This is an optimization exercise on Yosys and OpenROAD, whose aim is small area and a short achievable clock period, not a production implementation. Only simulation tests tie the RTL to the original design; equivalence was not proved. No activity file was given, so power comes from the tool's default toggle rates.

run A:
// book_top
module book_top #(
  parameter int ENTRIES_N = book_cfg_pkg::DEF_ENTRIES_N,
  parameter bit IS_BID = book_cfg_pkg::DEF_IS_BID
) (
  input  logic                     i_clk,
  input  logic                     i_rst_n,
  input  logic                     i_cmd_vld,
  input  book_types_pkg::cmd_t                     i_cmd,
  input  book_types_pkg::key_t                     i_key,
  input  book_types_pkg::volume_t                  i_volume,
  output logic [ENTRIES_N-1:0]     o_vld,
  output book_types_pkg::key_t [ENTRIES_N-1:0]     o_keys,
  output book_types_pkg::volume_t [ENTRIES_N-1:0]  o_volumes,
  output book_types_pkg::listsize_t                o_listsize,
  output logic                     o_notify_vld,
  output book_types_pkg::key_t                     o_notify_key,
  output book_types_pkg::volume_t                  o_notify_volume
);
  localparam int N = 16;
  logic op_clr, op_add, op_del, op_rep;
  assign op_clr = i_cmd_vld && (i_cmd == book_types_pkg::CMD_CLEAR);
  assign op_add = i_cmd_vld && (i_cmd == book_types_pkg::CMD_ADD);
  assign op_del = i_cmd_vld && (i_cmd == book_types_pkg::CMD_DELETE);
  assign op_rep = i_cmd_vld && (i_cmd == book_types_pkg::CMD_REPLACE);
  logic add_n, del_n, rep_n;
  assign add_n = ~op_add;
  assign del_n = ~op_del;
  assign rep_n = ~op_rep;
  logic [N-1:0] vld_n;
  assign vld_n = ~o_vld;
  book_types_pkg::key_t key_n;
  assign key_n = ~i_key;
  logic [N-1:0] dv_n, rv_n;
  assign dv_n = ~({N{op_del}} & o_vld);
  assign rv_n = ~({N{op_rep}} & o_vld);
  logic [N-1:0] rv;
  assign rv = {N{op_rep}} & o_vld;
  ...
For scale: roughly 3600 cells after synthesis, roughly 600 I/O pins, roughly 29000 um^2 of cells after synthesis.
Settings: LEC_CHECK=0, CAP_MARGIN=20, CORE_MARGIN=2, CORE_UTILIZATION=40, CTS_BUF_LIST=sky130_fd_sc_hd__clkbuf_8, CTS_CLUSTER_DIAMETER=50, CTS_CLUSTER_SIZE=16, SETUP_SLACK_MARGIN=2.3, SLEW_MARGIN=20, SYNTH_HIERARCHICAL=1, TNS_END_PERCENT=10; clock period 5.5 ns.
standard.sh (not shown) runs the stock make flow with config.mk's settings and CLKGATE_MAP_FILE= SYNTH_SCRIPT=/design/flow/synth_recipe.tcl, a recipe that flattens the netlist after the stock synthesis.
==> flow/flow/run.sh <==
#!/bin/bash
# Standard layout, with the smallest buffer on every input and output port
set -e
export BUFFER_PORTS_ARGS="-buffer_cell sky130_fd_sc_hd__buf_1"
bash standard.sh > standard.log 2>&1
Input changes introduced in run B (baseline for comparison: run A):
diff --git a/flow/config.mk b/flow/config.mk
--- a/flow/config.mk
+++ b/flow/config.mk
@@ -10 +10 @@
-export CORE_UTILIZATION = 40
+export CORE_UTILIZATION = 48
@@ -14 +14 @@
-export SETUP_SLACK_MARGIN = 2.3
+export SETUP_SLACK_MARGIN = 2.0
[summary]
- Run B reached the final stage; the timing, DRC and antenna checks on its layout passed.
- The highest fanout seen on the critical path in run B sits 3 above the value recorded for run A.
- Compared with run A, in run B number of tap cells inserted went down by 177, die outline area went down by 16%, pin count of the biggest net entering global routing went down by 39, vertical extent of the die went down by 8.6%.
- Relative to run A, wire length decreased by 5.5% in run B.
- Comparing run A and run B, the higher number of vias per cell was measured on run B.
- Global-route met2 utilization on run B is up relative to run A.
- Run A has a higher post-route non-filler standard cell count than run B.
Modified inputs, run C compared to run B
diff --git a/flow/config.mk b/flow/config.mk
--- a/flow/config.mk
+++ b/flow/config.mk
@@ -10 +10 @@
-export CORE_UTILIZATION = 48
+export CORE_UTILIZATION = 40
@@ -17 +17 @@
-export TNS_END_PERCENT = 10
+export TNS_END_PERCENT = 25
[summary]
[compare] base=run B new=run C: count of fill cells added during filler insertion up 1494, flip-flop and latch area roughly the same. Area: run C vs run B -> run C larger. Diff run B -> run C | die area | up by more than 10%. Layout overhead on the synthesized area sits higher in run C than in run B.
diff inputs: run C => run D
diff --git a/flow/config.mk b/flow/config.mk
--- a/flow/config.mk
+++ b/flow/config.mk
@@ -8 +8 @@
-export CAP_MARGIN = 20
+export CAP_MARGIN = 10
@@ -15 +15 @@
-export SLEW_MARGIN = 20
+export SLEW_MARGIN = 10
@@ -17 +17 @@
-export TNS_END_PERCENT = 25
+export TNS_END_PERCENT = 10
Notes after the runs:
The fraction of final layout cells with drive strength greater than 1 of run D is lower than that of run C.
Compared with run C, run D shows overall global routing resource usage lower by 0.68 points.
Route | run D vs run C | wire shorter in run D
On final cell area excluding filler cells, run C tracks run D almost exactly.
Against run C, final critical delay including setup and external delays in run D came out worse.
Looking at combinational share of power, run D sits 0.7 points below run C.
Clock power | run D above run C
Detailed route, run D vs run C: via total lower for run D
Wire length of the first global-routing pass: lower on run D

re-timing with driven ports:
The results above use ideal ports. As a check the final layouts listed here were re-extracted and re-timed, cells and wires unchanged. Step 1 sets driving cells, clkbuf_16 on the clock port and buf_2 on the other inputs (assumed; they add their load-dependent delay and slew). Step 2 also shifts input and output timing later by t, the mid clock arrival at the registers, as if the neighbouring blocks saw the same clock. a / b / c = ideal / step 1 / step 2; a / b = the first two.
run	shift t [ns]	slack for setup (ns)	latest minus earliest clock arrival (ns)
run A	0.769	2.014 / 1.942 / 1.467	0.040 / 0.040
run B	0.754	1.918 / 1.855 / 1.286	0.048 / 0.047
run C	0.742	1.963 / 1.898 / 1.331	0.043 / 0.043
run D	0.754	1.891 / 1.825 / 1.328	0.059 / 0.058
After both steps every run listed still meets setup and hold.
